From an optimization exercise on the open Yosys and OpenROAD flow, aimed at small area; shortcuts taken in it are not production practice.
In this exercise RTL edits were held to simulation tests only and were not proved equivalent to the original.

==> flow/design.v (outline; a module is shown in full before it is edited, if it fits) <==
// module ecg_qrs_detector: 1735 lines
// module ecg_fa: 5 lines
// module ecg_ha: 4 lines
module ecg_qrs_detector #(
    parameter int DIN_W       = 59,
    parameter int MWI_LEN     = 32,
    parameter int REFRACT_LEN = 50,
    parameter int MAX_ABOVE   = 64
) (
    input  logic                    clk,
    input  logic                    rst,
    input  logic signed [DIN_W-1:0] din,
    input  logic                    din_valid,
    input  logic [31:0]             thresh,
    output logic [31:0]             mwi_out,
    output logic                    mwi_valid,
    output logic                    qrs_valid,
    output logic [31:0]             qrs_peak,
    output logic [31:0]             qrs_idx
);
  // ...
==> flow/flow/run.sh <==
#!/bin/bash
# Layout flow: the standard flow (standard synthesis unchanged) with
# buf_1 port buffers and a clock tree of fewer, larger clusters without
# dummy loads. The whole ORFS output goes to standard.log (each step also
# keeps its own log under orfs/logs).
export BUFFER_PORTS_ARGS="-buffer_cell sky130_fd_sc_hd__buf_1"
export CTS_ARGS="-sink_clustering_enable -repair_clock_nets -dont_use_dummy_load -sink_clustering_size 26 -sink_clustering_max_diameter 80 -buf_list sky130_fd_sc_hd__clkbuf_16"
bash standard.sh > standard.log 2>&1
==> flow/standard.sh <==
#!/bin/bash
# synth_recipe.tcl (not shown) runs the flow's synth.tcl, then flattens the netlist and writes it again
# the make line also repeats each setting of config.mk as NAME=value (left out here)
make -C /OpenROAD-flow-scripts/flow DESIGN_CONFIG=/design/flow/config.mk WORK_HOME=/design/flow/orfs CLKGATE_MAP_FILE= SYNTH_SCRIPT=/design/flow/synth_recipe.tcl "${@:-finish}"
==> flow/config.mk <==
export PLATFORM = sky130hd
export DESIGN_NAME = ecg_qrs_detector
export DESIGN_NICKNAME = ecg_qrs_detector
export VERILOG_FILES = /design/flow/design.v
export SDC_FILE = /design/flow/constraint.sdc
export NUM_CORES = 4
export LEC_CHECK = 0
export CAP_MARGIN = 20
export CORE_MARGIN = 2
export CORE_UTILIZATION = 55
export PLACE_DENSITY = 0.7
export SLEW_MARGIN = 20
export SYNTH_HIERARCHICAL = 1
==> flow/constraint.sdc <==
create_clock -name core_clock -period 10.0 [get_ports {clk}]
set_input_delay 2.0000 -clock core_clock [delete_from_list [all_inputs] [get_ports {clk}]]
set_output_delay 2.0000 -clock core_clock [all_outputs]
set_load 0.01 [all_outputs]
==> impl_metrics.tcl, run 1 <==
set metrics [dict create \
    dp_slack_ps 1410 \
    critPathMaxFanout 56 \
    wl_met1_um 28500 \
    multi_input_area_share_pct 35.6 \
    critPathSlowestCell "a21boi_0" \
    routed_via_density 5.68 \
    synth_area_mm2 0.0360 \
    wl_met3_um 4100 \
    top_usage_layer "met2" \
    synthTopCellsByCount "522 x edfxtp_1, 314 x fa_1, 244 x nand2_1" \
    cts_root_buf "clkbuf_16" \
    startpoint_type "flip-flop" \
    yosysSeqAreaShare_pct 59.4 \
    synthArstFlopShare_pct 26.9 \
    synth.most_common_cell "edfxtp_1" \
    layout_common_cells "522 x edfxtp_1, 273 x fa_1, 241 x nand2_1, 202 x dfrtp_1, 186 x buf_1" \
    ys.flop_type "edfxtp_1" \
    status "complete, no violations" \
    grt_pass1_wl_um 107000 \
    endpoint_kind "flip-flop" \
    reg_top3 "win (480), xd (64), sum (35)" \
    synth_compound_area_share_pct 3.50 \
    clock.fmax_ghz 0.115 \
    avgSynthCellArea_um2 14.9 \
    cts_resized 0 \
    grt_use_met1_pct 28.6 \
    drt_iter0_drc 1823 \
    antenna_found_initial 1 \
    tns_ps 0 \
    vias 19400 \
    hold_start "win[8][14]" \
    critPathTopFamily "adder cells" \
    final_max_slew_viol_count 0 \
    clock_sinks 756 \
    fp.dieW_um 260 \
    cts_buffers 39 \
    fin_skew_ps 83.8 \
    whs_ps 334 \
]
==> run 2: changes to the inputs <==
--- a/flow/flow/run.sh
+++ b/flow/flow/run.sh
@@ -6,3 +6,3 @@
 export BUFFER_PORTS_ARGS="-buffer_cell sky130_fd_sc_hd__buf_1"
-export CTS_ARGS="-sink_clustering_enable -repair_clock_nets -dont_use_dummy_load -sink_clustering_size 26 -sink_clustering_max_diameter 80 -buf_list sky130_fd_sc_hd__clkbuf_16"
+export CTS_ARGS="-sink_clustering_enable -repair_clock_nets -dont_use_dummy_load -sink_clustering_size 16 -sink_clustering_max_diameter 60 -buf_list sky130_fd_sc_hd__clkbuf_8"
 bash standard.sh > standard.log 2>&1
==> run 2 against run 1 <==
  * Flip-flop and latch count is the same
  * First-iteration DRC count shrank 8.9%
  * Highest routed layer unchanged
==> impl_metrics.tcl, run 2 <==
set metrics [dict create \
    top_register "win" \
    largest_reg_flops 480 \
    path_clk_slew_ps 100 \
    vias 19400 \
    met3_usage_pct 3.55 \
    critPathMaxFanout 56 \
    drc_errors 0 \
    synth.area.top_cells "edfxtp_1 44%, fa_1 17%, dfrtp_1 14%" \
    clkLatencyLatePin_ps 710 \
    startpoint_type "flip-flop" \
    dieArea_mm2 0.0675 \
    post-route-min-period_ps 8690 \
    core_mm2 0.0646 \
    grt_use_total_pct 20.2 \
    postRouteAntennaNets 0 \
    reg_top3 "win (480), xd (64), sum (35)" \
    yosysWarnings 11 \
    yosys_register_bits 756 \
    n_fill_cell 4987 \
    drive_gt1_share_pct 8.65 \
    wl_um 66800 \
    routed_via_density 5.65 \
    cts_root_buf "clkbuf_8" \
    worstSetupPathType "reg2reg" \
    synth-edff-count 522 \
    instances_no_fill 3434 \
    rsz0062_at_grt "no" \
    period_share_pct 86.9 \
    layout_commonest_cell "edfxtp_1" \
    grt.overflow.total 0 \
    io-pin-count 192 \
    setup_viol 0 \
    synth_top_cell_by_area "edfxtp_1" \
    final_max_slew_viol_count 0 \
    clock.fmax_ghz 0.115 \
    drt_iter0_drc 1661 \
    hold_depth 0 \
    dp_hpwl_um 45300 \
    min_path_type "reg2reg" \
    r2r_end "plo[4]" \
    cts_buffers 58 \
    crit_required_ps 10310 \
    tns_ps 0 \
    worstMarginPinSlew_ps 1020 \
    avgSynthCellArea_um2 14.9 \
    cts_resized 0 \
    yosysTopAreaCellShare_pct 43.5 \
    cts_tree "yes" \
    area_delta_synth_final_pct 6.66 \
    yosysSeqAreaShare_pct 59.4 \
    critPathTopFamily "adder cells" \
    whs_ps 361 \
    place.gp.congestion 0.856 \
    reg2reg_slack_ps 1310 \
    layout_common_cells "522 x edfxtp_1, 273 x fa_1, 241 x nand2_1, 202 x dfrtp_1, 186 x buf_1" \
    multi_input_area_mm2 0.0137 \
    critPathSlowestCell "a21boi_0" \
    grt_max_degree 202 \
    rr_worst_depth 30 \
    top_usage_layer "met2" \
    synthCells 2419 \
    cp.buffers_inverters 1 \
    regArea_mm2 0.0214 \
    r2r-start "sum[13]" \
    num_rows 93 \
    slew_headroom_pct 31.7 \
    layout.nets 3106 \
    hold_violations 0 \
    slowest_delay_ps 760 \
    cts_max_level 2 \
    routedWlPerCell_um 19.4 \
    arrival_ps 8990 \
    fp.dieH_um 260 \
    port_buffers 187 \
    synthArstFlopShare_pct 26.9 \
    first_pass_iters 6 \
    antenna_found_initial 1 \
    grtUsageMet2_pct 32.7 \
    fin_skew_ps 112 \
    hold_start "vld_p0" \
    endpoint_kind "flip-flop" \
    synth_area_mm2 0.0360 \
    grt_pass1_vias 20100 \
    placedCellCount 3375 \
    hold-path-endpoint "vld_p1" \
    clock_sinks 756 \
    grt_pass1_wl_um 107000 \
    ctsHoldBuffers 0 \
    grt_use_met1_pct 28.5 \
    crit_path_frequent_cell "ha_1" \
    cts.path.max_buffers 3 \
    ys_types 59 \
    synthTopCellsByCount "522 x edfxtp_1, 314 x fa_1, 244 x nand2_1" \
    synth.most_common_cell "edfxtp_1" \
    max-cap-violations 0 \
    post_cts_buffers 0 \
    ys.flop_type "edfxtp_1" \
    start_util_pct 55.8 \
    status "complete, no violations" \
    fp.dieW_um 260 \
]
## run 2: worst max-delay path by stage
stage	from	end	slack, ps	cells past startpoint
6_report	sum[13]	plo[4]	1310	30
5_1_grt	sum[13]	qrs_peak[7]	800	31
4_1_cts	sum[13]	plo[4]	1350	30
3_5_place_dp	sum[13]	plo[4]	1410	30
3_3_place_gp	sum[13]	plo[5]	1590	30
2_1_floorplan	vld_p1	sum[20]	-1830	18
## run 2: kinds of logic (layout without fill, tap and decap cells)
family	count (synthesis)	in the layout	synth area share, %
compound gates	203	203	3.50
xor+xnor	48	48	1.17
fa+ha+maj	432	432	21.6
buf+inv	261	394	3.18
flops	756	756	59.4
mux	77	77	2.39
other cells	2	29	0.0209
simple gates	640	640	8.82
## run 2: final cells by class
type | instances | share of cell area (%)
antenna | 1 | 0.00652
clock buffer | 58 | 2.08
inverter | 125 | 1.24
multi-input combinational | 1428 | 35.8
sequential | 756 | 55.7
tap | 855 | 2.79
timing repair buffer | 211 | 2.43
## run 2: metrics by stage
stage | instance area, µm² | util [%] | setup WS (ps)
5_1_grt | 38400 | 59.5 | 798
3_3_place_gp | 37600 | 58.2 | 1590
6_report | 38400 | 59.5 | 1310
3_5_place_dp | 37600 | 58.2 | 1410
4_1_cts | 38400 | 59.5 | 1350
2_1_floorplan | 36300 | - | -1830
## run 2: worst reg2reg max path, delay by kind of cell, from the launching register on
kind                     cells  cell delay (ps)
buffers and inverters        1              360
AO/OA/AOI/OAI                3             1230
adder cells (fa/ha/maj)     22             4520
flip-flops                   1              420
AND/OR/NAND/NOR              3             1430
XOR/XNOR                     1              380
## run 2: metal layers
layer | vias up | part of all wire, %
met5 | - | 0
met2 | 591 | 48
met4 | 0 | 2.5
met1 | 9962 | 43
li1 | 8711 | -
met3 | 125 | 6.3
## run 2: modules after synthesis (local to each module, per instance)
module	flip-flops and latches	cells	cell area, µm²
ecg_fa	0	1	20.0
ecg_qrs_detector	756	2060	29200
ecg_ha	0	1	12.5

-- what the ideal ports hide --
Ports are ideal in the flow. The routed layouts listed here were re-timed in OpenROAD.
Step 1: set_driving_cell puts a clkbuf_16 on clk and a buf_2 on each other input, an assumption about the parent block.
Step 2 moves the port delays by t, midway between the first and last clock arrival at a register: inputs arrive t later, outputs are due t later. That takes back most of the time a late clock gives input paths.
Slacks: no drivers / after step 1 / after step 2; pairs: no drivers / after step 1.
| run | t (ns) | slack for setup (ns) | worst hold slack (ns) | latest minus earliest clock arrival (ns) | worst slew at a driven data input, ns |
|---|---|---|---|---|---|
| run 1 | 0.627 | 1.306 / 1.306 / 1.306 | 0.334 / 0.334 / 0.334 | 0.113 / 0.112 | 0.04 |
| run 2 | 0.718 | 1.315 / 1.315 / 1.315 | 0.361 / 0.361 / 0.361 | 0.114 / 0.114 | 0.04 |
After both steps every run listed still meets setup and hold.
